This design comes from an exercise in tuning for small area on the open sky130 flow, not from production work.
The RTL was checked by simulation tests, not by an equivalence proof against the original design.
Power is estimated from default activity; no workload was simulated.

--- flow/flow/run.sh ---
#!/bin/bash
# Layout flow: the standard flow (standard.sh: the standard flow's synthesis script
# and ORFS's steps), with three changes:
#  - ABC maps the logic with flow/abc_area.script (area-oriented amap instead
#    of map plus buffering and sizing); ORFS's scripts are copied into this
#    folder with that one file replaced and SCRIPTS_DIR points at the copy.
#    Registers are mapped by Yosys as before; only the gates differ.
#  - clock tree synthesis uses clkbuf_8 leaf buffers over clusters of up to
#    18 flip-flops (60 um across) and adds no dummy loads;
#  - the buffer placed on every input and output port is a buf_1 (the
#    default pick is the larger clkdlybuf4s50_1); repair may still resize it.
# standard.sh's full output goes to standard.log; ORFS's per-step logs are
# under orfs/logs/.
set -e
cd "$(dirname "$0")/.."
rm -rf scripts_amap
cp -r "$FLOW_HOME/scripts" scripts_amap
cp flow/abc_area.script scripts_amap/abc_area.script
export SCRIPTS_DIR="$PWD/scripts_amap"
CTS="-sink_clustering_enable -repair_clock_nets -dont_use_dummy_load"
CTS="$CTS -buf_list sky130_fd_sc_hd__clkbuf_8"
CTS="$CTS -sink_clustering_size 18 -sink_clustering_max_diameter 60"
export CTS_ARGS="$CTS"
export BUFFER_PORTS_ARGS="-buffer_cell sky130_fd_sc_hd__buf_1"
echo "export CTS_ARGS = $CTS" >> config.mk
echo "export BUFFER_PORTS_ARGS = $BUFFER_PORTS_ARGS" >> config.mk
bash standard.sh > standard.log 2>&1
--- flow/flow/abc_area.script ---
strash
dch -f
amap
topo
--- flow/standard.sh ---
#!/bin/bash
# synth_recipe.tcl (not shown) runs the flow's synth.tcl, then flattens the netlist and writes it again
# the make line also repeats each setting of config.mk as NAME=value (left out here)
make -C /OpenROAD-flow-scripts/flow DESIGN_CONFIG=/design/flow/config.mk WORK_HOME=/design/flow/orfs CLKGATE_MAP_FILE= SYNTH_SCRIPT=/design/flow/synth_recipe.tcl "${@:-finish}"
--- flow/config.mk ---
export PLATFORM = sky130hd
export DESIGN_NAME = spectrum_renderer
export DESIGN_NICKNAME = spectrum_renderer
export VERILOG_FILES = /design/flow/design.v
export SDC_FILE = /design/flow/constraint.sdc
export NUM_CORES = 4
export LEC_CHECK = 0
export ABC_AREA = 1
export CAP_MARGIN = 10
export CORE_MARGIN = 2
export CORE_UTILIZATION = 65
export SLEW_MARGIN = 10
export CTS_ARGS = -sink_clustering_enable -repair_clock_nets -dont_use_dummy_load -buf_list sky130_fd_sc_hd__clkbuf_8 -sink_clustering_size 18 -sink_clustering_max_diameter 60
export BUFFER_PORTS_ARGS = -buffer_cell sky130_fd_sc_hd__buf_1
--- flow/constraint.sdc ---
create_clock -name core_clock -period 10.0 [get_ports {vgaclk}]
set_input_delay 2.0000 -clock core_clock [delete_from_list [all_inputs] [get_ports {vgaclk}]]
set_output_delay 2.0000 -clock core_clock [all_outputs]
set_load 0.01 [all_outputs]
--- flow/design.v ---
package spectrum_pkg;
    localparam int NBINS     = 40;
    localparam int MAG_W     = 9;
    localparam int H_ACTIVE  = 640;
    localparam int V_ACTIVE  = 480;
    localparam int BAR_SHIFT = 4;
    localparam int MAG_MAX   = 480;
    typedef struct packed {
        logic [3:0] r;
        logic [3:0] g;
        logic [3:0] b;
    } rgb_t;
    localparam rgb_t COL_BAR   = 12'h0F0;
    localparam rgb_t COL_BG    = 12'h002;
    localparam rgb_t COL_PEAK  = 12'hFFF;
    localparam rgb_t COL_BLANK = 12'h000;
endpackage
import spectrum_pkg::*;
module spectrum_bin_buffer
#(
    parameter int NBINS = spectrum_pkg::NBINS,
    parameter int MAG_W = spectrum_pkg::MAG_W
) (
    input  logic             clk_i,
    input  logic             rst_ni,
    input  logic [9:0]       x_i,
    input  logic [2:0]       xm5_i,       
    input  logic             swap_evt_i,
    input  logic             bin_valid_i,
    output logic             bin_ready_o,
    input  logic [5:0]       bin_idx_i,
    input  logic [MAG_W-1:0] bin_mag_i,
    input  logic             bin_last_i,
    output logic             frame_pending_o,
    output logic             swap_o,
    output logic [MAG_W-1:0] head_o       
);
    localparam logic [MAG_W-1:0] MAG_CAP = MAG_W'(MAG_MAX);
    logic [MAG_W-1:0] bank0_q [NBINS];
    logic [MAG_W-1:0] bank1_q [NBINS];
    logic sel_q, pend_q;
    logic fire, swap;
    assign fire = bin_valid_i & ~pend_q;
    assign swap = swap_evt_i & pend_q;
    logic [MAG_W-1:0] wdat;
    logic [2:0]       col, row_w;
    logic             w0, w1, clr;
    logic [4:0]       lo;
    logic [1:0]       bor;
    logic [3:0]       hs;
    function automatic logic [2:0] mod5(input logic [3:0] v);
        mod5 = 3'd0;
        for (int i = 0; i < 16; i++) if (v == 4'(i)) mod5 = 3'(i % 5);
    endfunction
    assign lo  = 5'(bin_idx_i[2:0]) - 5'(x_i[2:0]) - 5'd1;      
    assign bor = lo[4] ? 2'd1 : 2'd0;
    assign hs  = 4'd10 + 4'(bin_idx_i[5:3]) - 4'(xm5_i) - 4'(bor);  
    assign clr = ~rst_ni;
    assign wdat = (!rst_ni) ? '0 : (bin_mag_i > MAG_CAP) ? MAG_CAP : bin_mag_i;
    assign col = lo[2:0];
    assign row_w = mod5(hs);
    assign w0  = fire & (bin_idx_i < 6'(NBINS)) & sel_q;
    assign w1  = fire & (bin_idx_i < 6'(NBINS)) & ~sel_q;
    logic [7:0] col0, col1;
    logic [4:0] row;
    for (genvar i = 0; i < 8; i++) begin : g_col
        assign col0[i] = clr | (w0 & (col == 3'(i)));
        assign col1[i] = clr | (w1 & (col == 3'(i)));
    end
    for (genvar k = 0; k < 5; k++) begin : g_row
        assign row[k] = clr | (row_w == 3'(k));
    end
    for (genvar p = 0; p < NBINS; p++) begin : g_slot
        localparam int N = (p + 1) % NBINS;
        logic we0, we1;
        logic [MAG_W-1:0] nx0, nx1, wd;
        assign we0 = col0[p % 8] & row[p / 8];
        assign we1 = col1[p % 8] & row[p / 8];
        assign nx0 = ~bank0_q[N];
        assign nx1 = ~bank1_q[N];
        assign wd  = (p % 2 == 1) ? ~wdat : wdat;
        always_ff @(posedge clk_i) begin
            bank0_q[p] <= we0 ? wd : nx0;
            bank1_q[p] <= we1 ? wd : nx1;
        end
    end
    always_ff @(posedge clk_i) begin
        if (!rst_ni) begin
            sel_q  <= 1'b0;
            pend_q <= 1'b0;
        end else begin
            if (swap) sel_q <= ~sel_q;
            if (swap)                   pend_q <= 1'b0;
            else if (fire & bin_last_i) pend_q <= 1'b1;
        end
    end
    assign head_o          = sel_q ? bank1_q[0] : bank0_q[0];
    assign swap_o          = swap;
    assign bin_ready_o     = ~pend_q;
    assign frame_pending_o = pend_q;
endmodule
import spectrum_pkg::*;
module spectrum_renderer
#(
    parameter int NBINS = spectrum_pkg::NBINS,
    parameter int MAG_W = spectrum_pkg::MAG_W
) (
    input  logic             vgaclk,
    input  logic             rst_n,
    input  logic [9:0]       x_in,
    input  logic [9:0]       y_in,
    input  logic             hsync_in,
    input  logic             vsync_in,
    input  logic             bin_valid,
    output logic             bin_ready,
    input  logic [5:0]       bin_idx,
    input  logic [MAG_W-1:0] bin_mag,
    input  logic             bin_last,
    output logic             hsync_out,
    output logic             vsync_out,
    output logic [3:0]       red,
    output logic [3:0]       green,
    output logic [3:0]       blue,
    output logic             frame_pending
);
    localparam logic [9:0] HA = 10'(H_ACTIVE);
    localparam logic [9:0] VA = 10'(V_ACTIVE);
    logic             x0, swap_evt, swap;
    logic [MAG_W-1:0] f_head;
    assign x0       = (x_in == 10'd0);
    assign swap_evt = x0 && (y_in == VA);
    logic [4:0] xs;
    logic [2:0] m5;
    function automatic logic [2:0] mod5(input logic [4:0] v);
        mod5 = 3'd0;
        for (int i = 0; i < 32; i++) if (v == 5'(i)) mod5 = 3'(i % 5);
    endfunction
    assign xs     = 5'(x_in[6:3]) + 5'(x_in[9:7]);
    assign m5     = mod5(xs);
    spectrum_bin_buffer #(
        .NBINS(NBINS),
        .MAG_W(MAG_W)
    ) u_buf (
        .clk_i          (vgaclk),
        .rst_ni         (rst_n),
        .x_i            (x_in),
        .xm5_i          (m5),
        .swap_evt_i     (swap_evt),
        .bin_valid_i    (bin_valid),
        .bin_ready_o    (bin_ready),
        .bin_idx_i      (bin_idx),
        .bin_mag_i      (bin_mag),
        .bin_last_i     (bin_last),
        .frame_pending_o(frame_pending),
        .swap_o         (swap),
        .head_o         (f_head)
    );
    logic [MAG_W-1:0] pk_q [NBINS];
    logic             upd_q, valid_q, upd_end, take_f;
    logic [MAG_W-1:0] p_head, newpk;
    assign p_head  = valid_q ? pk_q[0] : '0;
    assign take_f  = upd_q & (f_head >= p_head);
    assign newpk   = take_f ? f_head : pk_q[0] - MAG_W'(upd_q);
    assign upd_end = (x_in == 10'(NBINS));
    always_ff @(posedge vgaclk) begin
        for (int p = 0; p < NBINS - 1; p++) pk_q[p] <= pk_q[p+1];
        pk_q[NBINS-1] <= newpk;
    end
    always_ff @(posedge vgaclk) begin
        if (!rst_n) begin
            upd_q   <= 1'b0;
            valid_q <= 1'b0;
        end else begin
            if (swap)         upd_q <= 1'b1;
            else if (upd_end) upd_q <= 1'b0;
            if (upd_q && upd_end) valid_q <= 1'b1;
        end
    end
    logic [6:0] ahead;
    logic       active, bar_d, hit_d, bar_e, hit_e, keep;
    logic [1:0] dq_q [4];
    logic [1:0] c1_q, c2_q;      
    logic       hs1_q, vs1_q, hs2_q, vs2_q;
    assign ahead  = {1'b0, m5, x_in[2:0]} - {1'b0, x_in[9:4]};
    assign keep   = (ahead[6:2] == '0);
    assign active = (x_in < HA) && (y_in < VA);
    assign bar_d  = ({1'b0, f_head} + 10'd32 > {1'b0, ~y_in[8:0]});
    assign hit_d  = ({1'b0, p_head} + 10'd32 == {1'b0, ~y_in[8:0]}) && (p_head != '0);
    assign bar_e  = x0 ? bar_d : dq_q[x_in[5:4]][0];
    assign hit_e  = x0 ? hit_d : dq_q[x_in[5:4]][1];
    always_ff @(posedge vgaclk) begin
        for (int i = 0; i < 4; i++) begin
            if (!rst_n)                         dq_q[i] <= 2'b00;
            else if (keep && x_in[1:0] == 2'(i)) dq_q[i] <= {hit_d, bar_d};
        end
    end
    always_ff @(posedge vgaclk) begin
        if (!rst_n) begin
            c1_q    <= 2'b01;
            hs1_q   <= 1'b1;
            vs1_q   <= 1'b1;
            c2_q    <= 2'b00;
            hs2_q   <= 1'b1;
            vs2_q   <= 1'b1;
        end else begin
            c1_q    <= {active & (hit_e | bar_e), active & (hit_e | ~bar_e)};
            hs1_q   <= hsync_in;
            vs1_q   <= vsync_in;
            c2_q    <= c1_q;
            hs2_q   <= hs1_q;
            vs2_q   <= vs1_q;
        end
    end
    assign hsync_out = hs2_q;
    assign vsync_out = vs2_q;
    assign red       = {4{&c2_q}};
    assign green     = {4{c2_q[1]}};
    assign blue      = {&c2_q, &c2_q, c2_q[0], &c2_q};
endmodule
==> qor.csv, run 1 <==
stage,metric,value,unit
cts,# resized after CTS,0,
detailed_routing,total number of vias,19300,
finish,Final #Nets,2639,
flow_run,max cap viols,0,
outcome,status,no timing/DRC/antenna violations,
finish,fraction of layout cells with a size suffix above 1,0.0419,
synthesis,Synth Cell Area,29600,um^2
global_routing,first-pass GRT wire length,107,mm
worst_setup_path,critical path type,in -> reg,
power,leakage,11.9,nW
detailed_routing,DR DRC count,0,
worst_setup_path,Required @ worst endpoint,10.52,ns
finish,Final Non-Filler Cells,3156,
finish,diode count,0,
worst_setup_path,worst endpoint data arrival time,8.41,ns
synthesis,yosys warns,6,
finish,most frequent cells in the layout,"dfxtp_1 (1100), o22ai_1 (737), nor2_1 (168)",
power,cell area power density,326,nW/um^2
detailed_routing,detailed-route wire length,70.6,mm
worst_setup_path,CP peak stage delay,0.93,ns
cts,clk sink count,1100,
synthesis,Syn Nets,2494,
placement,Final HPWL DP,41.0,mm
global_routing,GRT overflow,0,
worst_setup_path,CP most frequent cell,clkinv_1,
global_routing,vias in the first global route,18100,
detailed_routing,DRT Pass-1 Iters,5,
global_routing,GRT Util Overall,0.298,
synthesis,"Distinct cells, synth",36,
placement,port buffer count,56,
synthesis,Synth async-reset ratio,0,
floorplan,cell row count,78,
floorplan,Initial Utilization,0.655,
worst_setup_path,Crit. End Element,flip-flop,
detailed_routing,initial drt markers,2055,
placement,Inst Count DP,3084,
cts,root buffer cell,clkbuf_8,
timing,Final Hold Viols,0,
finish,Area Growth Syn to Fin,7.16,%
timing,Least-Margin Pin Slew,1.26,ns
timing,total negative slack,0,ns
synthesis,dominant synthesized flop cell,dfxtp_1,
cts,H-tree levels,3,
worst_setup_path,crit path launch type,input pin,
timing,"Setup violations, final",0,
timing,Slew Limit Headroom,0.159,
finish,# fillers,3261,
worst_setup_path,Critical-path top delay cell,a21oi_2,
synthesis,Post-synth EDFFs,0,
floorplan,Die H,217,um
global_routing,largest net degree at the start of global routing,42,
timing,f_max,127,MHz
cts,Post-CTS Setup Bufs,0,
detailed_routing,Final ANT Viol Nets,0,
cts,Hold Buf Count CTS,0,
floorplan,die width,217,um
cts,Longest Clk Path Bufs,3,
global_routing,initial antenna violation count,1,
cts,TritonCTS clock tree,done,
timing,Clock Skew,0.0826,ns
timing,Final Slew Violations,0,
power,worst vdd ir,216,uV
detailed_routing,vias per std cell,6.12,
synthesis,post-synthesis cell count,2413,
timing,period utilization,0.789,
cts,Num CTS Buffers,72,
cts,"Clk Latency, worst-skew pair",0.68,ns
finish,"most common cell after layout, fill and taps aside",dfxtp_1,
timing,Final Critical Period,7.89,ns
detailed_routing,DR WL/cell,22.4,um
synthesis,syn_area_per_cell,12.3,um^2
synthesis,sequential element share of the synthesized area,0.744,
placement,final estimated routing congestion in global placement,0.925,
timing,RSZ-0062 raised after global routing,no,
worst_setup_path,CP max FO,16,
hold_path,Hold/Removal Path Class,reg -> reg,
floorplan,io pins,57,
floorplan,die area,47200,um^2
floorplan,core footprint,45200,um^2
cts,clock transition at the registers of the reported paths,0.10,ns
synthesis,"FF+latch count, synth",1100,
-- synthesized netlist by cell type (all sizes together) (2+ instances only) --
cell	count	area, um^2
a31oi	5	31.3
ha	36	450
fa	4	80.1
a211oi	8	60.1
buf	9	67.6
nor2	170	638
a2111oi	3	26.3
a221oi	4	35.0
nand3	15	75.1
o22a	5	43.8
a21oi	32	160
nor3	13	65.1
nand2	34	128
a21o	5	37.5
o21ai	23	115
nand4	5	31.3
or2	11	68.8
or4	2	15.0
nor4	6	37.5
clkinv	160	601
nor2b	8	50.1
o22ai	737	4610
or3	3	18.8
o21a	4	30.0
dfxtp	1100	22000
-- where the power goes --
group	internal [mW]	total, mW	switching, mW
Clock	0.651	1.87	1.22
Combinational	0.795	2.04	1.25
Sequential	5.90	6.44	0.534
Total	7.35	10.4	3.00
-- worst paths after layout --
check	startpoint	end	slack, ns	cells after the start
setup / recovery	x_in[4]	u_buf.bank1_q[31][8]	2.11	25
hold / removal	pk_q[20][6]	pk_q[19][6]	0.31	0
setup reg to reg	u_buf.sel_q	pk_q[39][4]	5.96	16
hold reg to reg	pk_q[20][6]	pk_q[19][6]	0.31	0
-- metrics by stage --
| stage | hold slack [ns] | setup slack, ns | area (um^2) | total power, mW | util |
|---|---|---|---|---|---|
| after floorplan | 0.310 | 3.01 | 29600 | 7.78 | - |
| after global placement | 0.309 | 1.92 | 30700 | 8.41 | 0.680 |
| after detailed placement | 0.312 | 1.56 | 30700 | 8.46 | 0.680 |
| after CTS | 0.306 | 2.22 | 31700 | 10.3 | 0.702 |
| after global routing | 0.314 | 1.63 | 31700 | 10.8 | 0.702 |
| final | 0.313 | 2.11 | 31700 | 10.4 | 0.702 |
-- cell families after synthesis --
family,count (synthesis),share of synthesized area
DFF,1100,0.744
AOI/OAI and AO/OA,835,0.177
adders and majority gates,40,0.0179
and+or+nand+nor,269,0.0385
buffers and inverters,169,0.0226
-- registers in the layout (all words and copies together) (netlist names), 2 cells and up --
signal / cells
c2_q: 2
c1_q: 2
u_buf.bank0_q: 360
pk_q: 360
dq_q: 8
u_buf.bank1_q: 360
-- critical path: cells and delay by family --
| family | cells | cell delay, ns |
|---|---|---|
| AOI/OAI and AO/OA | 10 | 3.04 |
| buffers and inverters | 6 | 1.09 |
| and+or+nand+nor | 5 | 1.04 |
| adders and majority gates | 4 | 1.19 |
-- per-layer routing --
layer,global-route usage,part of all wire
met2,0.451,0.44
met1,0.435,0.45
met4,0.0952,0.028
met5,0,0
met3,0.0551,0.083
-- area by class of cell --
type,count,area (um^2),area share
flip-flops and latches,1100,22000,0.694
repair buffers,80,390,0.0123
inverters,160,601,0.0189
well taps,600,751,0.0237
multi-input cells,1144,6960,0.219
clock buffers,72,991,0.0313
==> run 2, diff against run 1 <==
--- a/flow/flow/run.sh
+++ b/flow/flow/run.sh
@@ -1,9 +1,11 @@
 #!/bin/bash
 # Layout flow: the standard flow (standard.sh: the standard flow's synthesis script
-# and ORFS's steps), with three changes:
+# and ORFS's steps), with four changes:
 #  - ABC maps the logic with flow/abc_area.script (area-oriented amap instead
 #    of map plus buffering and sizing); ORFS's scripts are copied into this
 #    folder with that one file replaced and SCRIPTS_DIR points at the copy.
 #    Registers are mapped by Yosys as before; only the gates differ.
+#  - Yosys leaves adders and comparators to ABC instead of mapping them to
+#    the library's half/full adder cells (ADDER_MAP_FILE is left empty);
 #  - clock tree synthesis uses clkbuf_8 leaf buffers over clusters of up to
 #    18 flip-flops (60 um across) and adds no dummy loads;
@@ -18,4 +20,5 @@
 cp flow/abc_area.script scripts_amap/abc_area.script
 export SCRIPTS_DIR="$PWD/scripts_amap"
+export ADDER_MAP_FILE=
 CTS="-sink_clustering_enable -repair_clock_nets -dont_use_dummy_load"
 CTS="$CTS -buf_list sky130_fd_sc_hd__clkbuf_8"
--- a/flow/config.mk
+++ b/flow/config.mk
@@ -9,5 +9,5 @@
 export CAP_MARGIN = 10
 export CORE_MARGIN = 2
-export CORE_UTILIZATION = 65
+export CORE_UTILIZATION = 78
 export SLEW_MARGIN = 10
 export CTS_ARGS = -sink_clustering_enable -repair_clock_nets -dont_use_dummy_load -buf_list sky130_fd_sc_hd__clkbuf_8 -sink_clustering_size 18 -sink_clustering_max_diameter 60
==> qor.csv, run 2 <==
stage,metric,value,unit,change
finish,most frequent cells in the layout,"dfxtp_1 (1100), o22ai_1 (740), nor2_1 (182)",,"was dfxtp_1 (1100), o22ai_1 (737), nor2_1 (168)"
finish,Final #Nets,2585,,was 2639
synthesis,Synth async-reset ratio,0,,unchanged
detailed_routing,Final ANT Viol Nets,0,,unchanged
placement,Inst Count DP,2938,,was 3084
global_routing,vias in the first global route,20300,,was 18100
hold_path,Hold/Removal Path Class,reg -> reg,,unchanged
worst_setup_path,Critical R2R Capture,pk_q[39][5],,was pk_q[39][4]
timing,Worst Hold Margin,0.308,ns,was 0.313 ns
worst_setup_path,CP Depth,29,,was 25
cts,"Clk Latency, worst-skew pair",0.69,ns,was 0.68 ns
timing,period utilization,0.811,,was 0.789
synthesis,"Distinct cells, synth",34,,was 36
timing,"Setup violations, final",0,,unchanged
detailed_routing,DRT Pass-1 Iters,8,,was 5
placement,Final HPWL DP,43.5,mm,was 41.0 mm
cts,TritonCTS clock tree,done,,unchanged
flow_run,max cap viols,0,,unchanged
power,cell area power density,297,nW/um^2,was 326 nW/um^2
outcome,status,no timing/DRC/antenna violations,,unchanged
synthesis,"FF+latch count, synth",1100,,unchanged
detailed_routing,DR WL/cell,25.5,um,was 22.4 um
detailed_routing,initial drt markers,2561,,was 2055
placement,port buffer count,56,,unchanged
floorplan,io pins,57,,unchanged
synthesis,syn_area_per_cell,12.2,um^2,was 12.3 um^2
timing,Least-Margin Pin Slew,1.29,ns,was 1.26 ns
cts,Longest Clk Path Bufs,3,,unchanged
hold_path,Hold EP,pk_q[8][8],,was pk_q[19][6]
floorplan,cell row count,70,,was 78
synthesis,Synth top cells by count,"dfxtp_1 (1100), o22ai_1 (740), nor2_1 (184), clkinv_1 (153), nand2_1 (38)",,"was dfxtp_1 (1100), o22ai_1 (737), nor2_1 (170), clkinv_1 (160), ha_1 (36)"
finish,Top Registers,"pk_q (360), u_buf.bank0_q (360), u_buf.bank1_q (360)",,unchanged
synthesis,post-synthesis cell count,2400,,was 2413
synthesis,yosys warns,6,,unchanged
floorplan,Initial Utilization,0.795,,was 0.655
worst_setup_path,CP peak stage delay,0.70,ns,was 0.93 ns
cts,clock transition at the registers of the reported paths,0.10,ns,about the same
timing,RSZ-0062 raised after global routing,no,,unchanged
detailed_routing,vias per std cell,6.90,,was 6.12
floorplan,core footprint,36800,um^2,was 45200 um^2
timing,f_max,123,MHz,was 127 MHz
worst_setup_path,CP max FO,16,,unchanged
global_routing,GRT Util Overall,0.394,,was 0.298
detailed_routing,total number of vias,20800,,was 19300
worst_setup_path,Crit. End Element,flip-flop,,unchanged
worst_setup_path,r2r startpoint,u_buf.sel_q,,unchanged
worst_setup_path,critical path type,in -> reg,,unchanged
cts,Hold Buf Count CTS,0,,unchanged
synthesis,most numerous cell in the Yosys netlist,dfxtp_1,,unchanged
hold_path,Worst Min Path Start,pk_q[9][8],,was pk_q[20][6]
worst_setup_path,crit path launch type,input pin,,unchanged
cts,root buffer cell,clkbuf_8,,unchanged
synthesis,Syn Nets,2441,,was 2494
detailed_routing,DR DRC count,0,,unchanged
synthesis,"area leader, netlist",dfxtp_1,,unchanged
global_routing,GRT overflow,0,,unchanged
synthesis,sequential element share of the synthesized area,0.753,,was 0.744
worst_setup_path,Critical-path top delay cell,nor2_1,,was a21oi_2
detailed_routing,detailed-route wire length,76.7,mm,was 70.6 mm
synthesis,Post-synth EDFFs,0,,unchanged
global_routing,largest net degree at the start of global routing,42,,unchanged
finish,# fillers,1796,,was 3261
power,leakage,11.7,nW,was 11.9 nW
floorplan,Die H,198,um,was 217 um
placement,final estimated routing congestion in global placement,0.904,,was 0.925
finish,Area Growth Syn to Fin,6.69,%,was 7.16%
cts,clk sink count,1100,,unchanged
global_routing,first-pass GRT wire length,116,mm,was 107 mm
synthesis,Yosys top cell area share,0.753,,was 0.744
timing,Clock Skew,0.0910,ns,was 0.0826 ns
power,worst vdd ir,234,uV,was 216 uV
worst_setup_path,CP most frequent cell,nor2_1,,was clkinv_1
cts,H-tree levels,3,,unchanged
worst_setup_path,flop2flop setup slack,6.17,ns,was 5.96 ns
synthesis,dominant synthesized flop cell,dfxtp_1,,unchanged
timing,Final Hold Viols,0,,unchanged
cts,# resized after CTS,0,,unchanged
worst_setup_path,R2R cell count,13,,was 16
worst_setup_path,CP top delay family,simple AND/OR/NAND/NOR gates,,was compound AO/OA/AOI/OAI gates
synthesis,largest cells by area after synthesis,"dfxtp_1 (75%), o22ai_1 (16%), nor2_1 (2.4%)",,"was dfxtp_1 (74%), o22ai_1 (16%), nor2_1 (2.2%)"
finish,"most common cell after layout, fill and taps aside",dfxtp_1,,unchanged
worst_setup_path,Critical path buffers and inverters,6,,unchanged
timing,Final Critical Period,8.11,ns,was 7.89 ns
finish,fraction of layout cells with a size suffix above 1,0.0421,,was 0.0419
global_routing,initial antenna violation count,3,,was 1
finish,Final Non-Filler Cells,3012,,was 3156
worst_setup_path,worst endpoint data arrival time,8.66,ns,was 8.41 ns
timing,total negative slack,0,ns,unchanged
cts,Post-CTS Setup Bufs,0,,unchanged
timing,Final Slew Violations,0,,unchanged
hold_path,hold path depth,0,,unchanged
floorplan,die area,39000,um^2,was 47200 um^2
floorplan,die width,198,um,was 217 um
worst_setup_path,Required @ worst endpoint,10.56,ns,was 10.52 ns
synthesis,Synth Cell Area,29200,um^2,was 29600 um^2
cts,Num CTS Buffers,71,,was 72
timing,Slew Limit Headroom,0.137,,was 0.159
==> run 2: cell count changes after synthesis, sizes merged, moves of 5 or more <==
cell    before  now
a22oi        1    6
clkinv     160  153
ha          36    0
nor2       170  184
nor2b        8   13
==> run 2: cell type report <==
type | instances | area (um^2) | share of cell area
inverters | 153 | 574 | 0.0184
repair buffers | 80 | 394 | 0.0126
diodes | 2 | 5.00 | 0.000161
clock buffers | 71 | 977 | 0.0313
multi-input cells | 1138 | 6630 | 0.212
flip-flops and latches | 1100 | 22000 | 0.706
well taps | 468 | 586 | 0.0188
==> run 2: worst register-to-register path, delay by kind of cell (launching register included) <==
kind	cells	cell delay [ns]
and+or+nand+nor	1	0.12
DFF	1	0.59
AOI/OAI and AO/OA	10	2.40
buffers and inverters	2	0.63
==> run 2: metrics by stage <==
stage | worst slack (ns) | utilization | instance area, um^2 | power [mW]
floorplan | 2.91 | - | 29200 | 6.79
global placement | 2.08 | 0.821 | 30200 | 7.20
detailed placement | 1.54 | 0.821 | 30200 | 7.31
CTS | 2.14 | 0.847 | 31200 | 9.16
global route | 1.19 | 0.848 | 31200 | 9.56
finish | 1.89 | 0.848 | 31200 | 9.25
==> run 2: worst max path at each step <==
stage	from	endpoint	slack, ns
floorplan	x_in[4]	u_buf.bank0_q[1][2]	2.91
global placement	x_in[4]	u_buf.bank0_q[0][5]	2.08
detailed placement	x_in[4]	u_buf.bank1_q[6][1]	1.54
CTS	x_in[4]	u_buf.bank1_q[1][8]	2.14
global route	x_in[4]	u_buf.bank1_q[6][1]	1.19
finish	x_in[4]	u_buf.bank1_q[2][4]	1.89
==> run 2: logic make-up after synthesis <==
kind of cell,after synthesis,share of synthesized area
AOI/OAI and AO/OA,843,0.182
xor gates and xnor gates,1,0.000300
buffers and inverters,162,0.0220
DFF,1100,0.753
and+or+nand+nor,294,0.0428
==> run 2: routing by layer <==
metal	wire length, um	up-vias	GRT usage
li1	-	9136	-
met1	29200	9724	0.515
met2	34000	1528	0.605
met3	8590	394	0.0891
met4	4900	4	0.238
met5	32	-	0
==> run 2: power by group <==
group	switching, mW	internal, mW
Sequential	0.415	5.48
Clock	1.24	0.644
Combinational	0.940	0.535
Total	2.60	6.66
==> run 3, diff against run 2 <==
--- a/flow/config.mk
+++ b/flow/config.mk
@@ -9,5 +9,5 @@
 export CAP_MARGIN = 10
 export CORE_MARGIN = 2
-export CORE_UTILIZATION = 78
+export CORE_UTILIZATION = 65
 export SLEW_MARGIN = 10
 export CTS_ARGS = -sink_clustering_enable -repair_clock_nets -dont_use_dummy_load -buf_list sky130_fd_sc_hd__clkbuf_8 -sink_clustering_size 18 -sink_clustering_max_diameter 60
==> qor.csv, run 3 <==
stage,metric,value,unit,change
synthesis,dominant synthesized flop cell,dfxtp_1,,unchanged
floorplan,Initial Utilization,0.659,,was 0.795
power,Internal Power,6.66,mW,about the same
worst_setup_path,CP peak stage delay,0.64,ns,was 0.70 ns
worst_setup_path,CP top delay family,simple AND/OR/NAND/NOR gates,,unchanged
timing,Least-Margin Pin Slew,1.14,ns,was 1.29 ns
worst_setup_path,crit path launch type,input pin,,unchanged
detailed_routing,DR DRC count,0,,unchanged
placement,final estimated routing congestion in global placement,0.935,,was 0.904
floorplan,Die H,216,um,was 198 um
hold_path,Hold EP,pk_q[5][6],,was pk_q[8][8]
synthesis,Yosys top cell area share,0.753,,unchanged
timing,Final Critical Period,8.04,ns,was 8.11 ns
synthesis,syn_area_per_cell,12.2,um^2,unchanged
cts,Longest Clk Path Bufs,3,,unchanged
placement,Final HPWL DP,38.9,mm,was 43.5 mm
cts,clk sink count,1100,,unchanged
placement,pre-CTS WS,1.50,ns,was 1.54 ns
power,NetSw,2.46,mW,was 2.60 mW
global_routing,first-pass GRT wire length,106,mm,was 116 mm
hold_path,Hold/Removal Path Class,reg -> reg,,unchanged
power,leakage,11.7,nW,about the same
floorplan,die width,216,um,was 198 um
worst_setup_path,CP most frequent cell,nor2_1,,unchanged
worst_setup_path,Critical-path top delay cell,nor2_1,,unchanged
cts,Num CTS Buffers,72,,was 71
finish,"final std cell area, no fill",31400,um^2,was 31200 um^2
cts,TritonCTS clock tree,done,,unchanged
synthesis,largest cells by area after synthesis,"dfxtp_1 (75%), o22ai_1 (16%), nor2_1 (2.4%)",,unchanged
detailed_routing,DR WL/cell,22.0,um,was 25.5 um
power,clock network fraction of total power,0.206,,was 0.204
hold_path,Worst Min Path Start,pk_q[6][6],,was pk_q[9][8]
worst_setup_path,worst endpoint data arrival time,8.61,ns,was 8.66 ns
timing,Final Slew Violations,0,,unchanged
floorplan,die area,46700,um^2,was 39000 um^2
worst_setup_path,Critical path buffers and inverters,6,,unchanged
floorplan,io pins,57,,unchanged
worst_setup_path,critical path type,in -> reg,,unchanged
finish,Top Registers,"pk_q (360), u_buf.bank0_q (360), u_buf.bank1_q (360)",,unchanged
detailed_routing,initial drt markers,1844,,was 2561
timing,period utilization,0.804,,was 0.811
worst_setup_path,Critical R2R Capture,pk_q[39][5],,unchanged
worst_setup_path,Required @ worst endpoint,10.57,ns,was 10.56 ns
cts,Post-CTS Setup Bufs,0,,unchanged
timing,"Setup violations, final",0,,unchanged
synthesis,Syn Nets,2441,,unchanged
timing,total negative slack,0,ns,unchanged
synthesis,yosys warns,6,,unchanged
flow_run,max cap viols,0,,unchanged
timing,Final Hold Viols,0,,unchanged
timing,Slew Limit Headroom,0.241,,was 0.137
power,worst vdd ir,193,uV,was 234 uV
floorplan,core footprint,44300,um^2,was 36800 um^2
finish,most frequent cells in the layout,"dfxtp_1 (1100), o22ai_1 (740), nor2_1 (182)",,unchanged
worst_setup_path,Crit. End Element,flip-flop,,unchanged
finish,Final #Nets,2588,,was 2585
synthesis,post-synthesis cell count,2400,,unchanged
cts,"Clk Latency, worst-skew pair",0.69,ns,about the same
synthesis,"area leader, netlist",dfxtp_1,,unchanged
cts,clock transition at the registers of the reported paths,0.10,ns,about the same
synthesis,"Distinct cells, synth",34,,unchanged
detailed_routing,DRT Pass-1 Iters,7,,was 8
finish,# fillers,3189,,was 1796
synthesis,Synth async-reset ratio,0,,unchanged
floorplan,cell row count,77,,was 70
synthesis,Synth top cells by count,"dfxtp_1 (1100), o22ai_1 (740), nor2_1 (184), clkinv_1 (153), nand2_1 (38)",,unchanged
finish,"most common cell after layout, fill and taps aside",dfxtp_1,,unchanged
worst_setup_path,CP max FO,16,,unchanged
synthesis,most numerous cell in the Yosys netlist,dfxtp_1,,unchanged
finish,fraction of layout cells with a size suffix above 1,0.0428,,was 0.0421
detailed_routing,total number of vias,19300,,was 20800
hold_path,hold path depth,0,,unchanged
synthesis,Post-synth EDFFs,0,,unchanged
cts,root buffer cell,clkbuf_8,,unchanged
placement,Placement Cell Area,30400,um^2,was 30200 um^2
placement,port buffer count,56,,unchanged
worst_setup_path,r2r startpoint,u_buf.sel_q,,unchanged
power,Sw Ratio,0.269,,was 0.280
cts,# resized after CTS,0,,unchanged
detailed_routing,Final ANT Viol Nets,0,,unchanged
global_routing,initial antenna violation count,1,,was 3
cts,H-tree levels,3,,unchanged
finish,diode count,0,,was 2
power,combinational power share,0.152,,was 0.159
global_routing,GRT Util Overall,0.293,,was 0.394
outcome,status,no timing/DRC/antenna violations,,unchanged
synthesis,Synth Cell Area,29200,um^2,unchanged
timing,Clock Skew,0.0475,ns,was 0.0910 ns
timing,f_max,124,MHz,was 123 MHz
synthesis,"FF+latch count, synth",1100,,unchanged
global_routing,GRT overflow,0,,unchanged
detailed_routing,detailed-route wire length,68.9,mm,was 76.7 mm
finish,Final Non-Filler Cells,3137,,was 3012
worst_setup_path,flop2flop setup slack,5.86,ns,was 6.17 ns
timing,setup ws final,1.96,ns,was 1.89 ns
global_routing,vias in the first global route,18300,,was 20300
worst_setup_path,R2R cell count,13,,unchanged
finish,Area Growth Syn to Fin,7.28,%,was 6.69%
synthesis,sequential element share of the synthesized area,0.753,,unchanged
detailed_routing,vias per std cell,6.16,,was 6.90
placement,Inst Count DP,3065,,was 2938
timing,RSZ-0062 raised after global routing,no,,unchanged
global_routing,largest net degree at the start of global routing,42,,unchanged
power,cell area power density,291,nW/um^2,was 297 nW/um^2
cts,Hold Buf Count CTS,0,,unchanged
power,Sequential Power Share,0.642,,was 0.637
==> run 3: cell counts after synthesis <==
Identical to the previous run, type by type.
==> run 3: cells by family (layout without fill, tap and decap cells) <==
group           after synthesis  after routing  share of synthesized area
buf+inv                     162            307                     0.0220
simple gates                294            294                     0.0428
xor+xnor                      1              1                   0.000300
compound gates              843            843                      0.182
flops                      1100           1100                      0.753
==> run 3: worst reg2reg max path: stages (launching register included) <==
cell,delay [ns]
dfxtp_1,0.61
clkinv_1,0.43
o22ai_1,0.50
clkinv_1,0.23
nand2_1,0.13
o221ai_1,0.11
o221ai_1,0.20
a31oi_1,0.12
o22a_1,0.16
a21oi_1,0.12
o21ai_0,0.13
a21oi_1,0.89
a211oi_1,0.10
a21oi_1,0.29
==> run 3: how the worst max path moves through the flow <==
stage                                endpoint  startpoint  slack [ns]  cells after the start
after floorplan           u_buf.bank0_q[1][2]     x_in[4]        2.91                     29
after global placement    u_buf.bank1_q[0][1]     x_in[4]        1.84                     30
after detailed placement  u_buf.bank0_q[1][8]     x_in[4]        1.50                     29
after CTS                 u_buf.bank0_q[5][5]     x_in[4]        2.18                     29
after global routing      u_buf.bank1_q[7][1]     x_in[4]        1.13                     30
final                     u_buf.bank1_q[4][0]     x_in[4]        1.96                     29
==> run 3: stage by stage <==
| stage | power [mW] | util | hold WS [ns] |
|---|---|---|---|
| after CTS | 9.11 | 0.707 | 0.328 |
| after detailed placement | 7.27 | 0.685 | 0.312 |
| final | 9.12 | 0.707 | 0.327 |
| after floorplan | 6.79 | - | 0.310 |
| after global routing | 9.52 | 0.707 | 0.333 |
| after global placement | 7.23 | 0.685 | 0.310 |
==> run 3: power groups by stage <==
stage          Clock [mW]  Sequential (mW)  Combinational [mW]
2_1_floorplan           0             5.78                1.00
4_1_cts              1.91             5.84                1.37
3_3_place_gp            0             5.94                1.29
5_1_grt              2.06             5.92                1.53
6_report             1.88             5.86                1.39
3_5_place_dp            0             5.91                1.35
==> run 3: per-layer routing <==
metal  part of all wire  vias up  GRT usage
met3              0.092      192     0.0717
li1                   -     9159          -
met4              0.034        0      0.106
met5                  0        -          0
met2               0.43      899      0.441
met1               0.45     9069      0.415
==> run 3: final cells by class <==
cell class                      count  area [um^2]  area share
Multi-Input combinational cell   1138         6620       0.211
Timing Repair Buffer               82          405      0.0129
Clock buffer                       72          991      0.0316
Tap cell                          592          741      0.0236
Inverter                          153          574      0.0183
Sequential cell                  1100        22000       0.702

## what the ideal ports hide
Ports are ideal in the flow. The routed layouts listed here were re-timed in OpenROAD. Step 1 assumes that a clkbuf_16 drives the clock port and a buf_2 every other input. Step 2, shift: input delay + t, output delay - t, t = (earliest + latest rising clock arrival at the registers) / 2. This alone moves slack from input paths to output paths. Three values: ideal, step 1, step 2; two values: the first two.
run	t (ns)	setup WS [ns]	worst hold slack (ns)	worst register clock-pin slew, ns	worst slew at a driven data input, ns
run 1	0.698	2.109 / 2.139 / 1.441	0.313 / 0.313 / 0.313	0.11 / 0.11	0.06
run 2	0.698	1.894 / 1.925 / 1.228	0.308 / 0.308 / 0.308	0.11 / 0.11	0.04
run 3	0.714	1.961 / 1.985 / 1.271	0.327 / 0.327 / 0.327	0.11 / 0.11	0.04
After both steps every run listed still meets setup and hold. The setup slack of run 3, which loses most, moves by +0.024 ns with the drivers and by -0.690 ns with both steps.
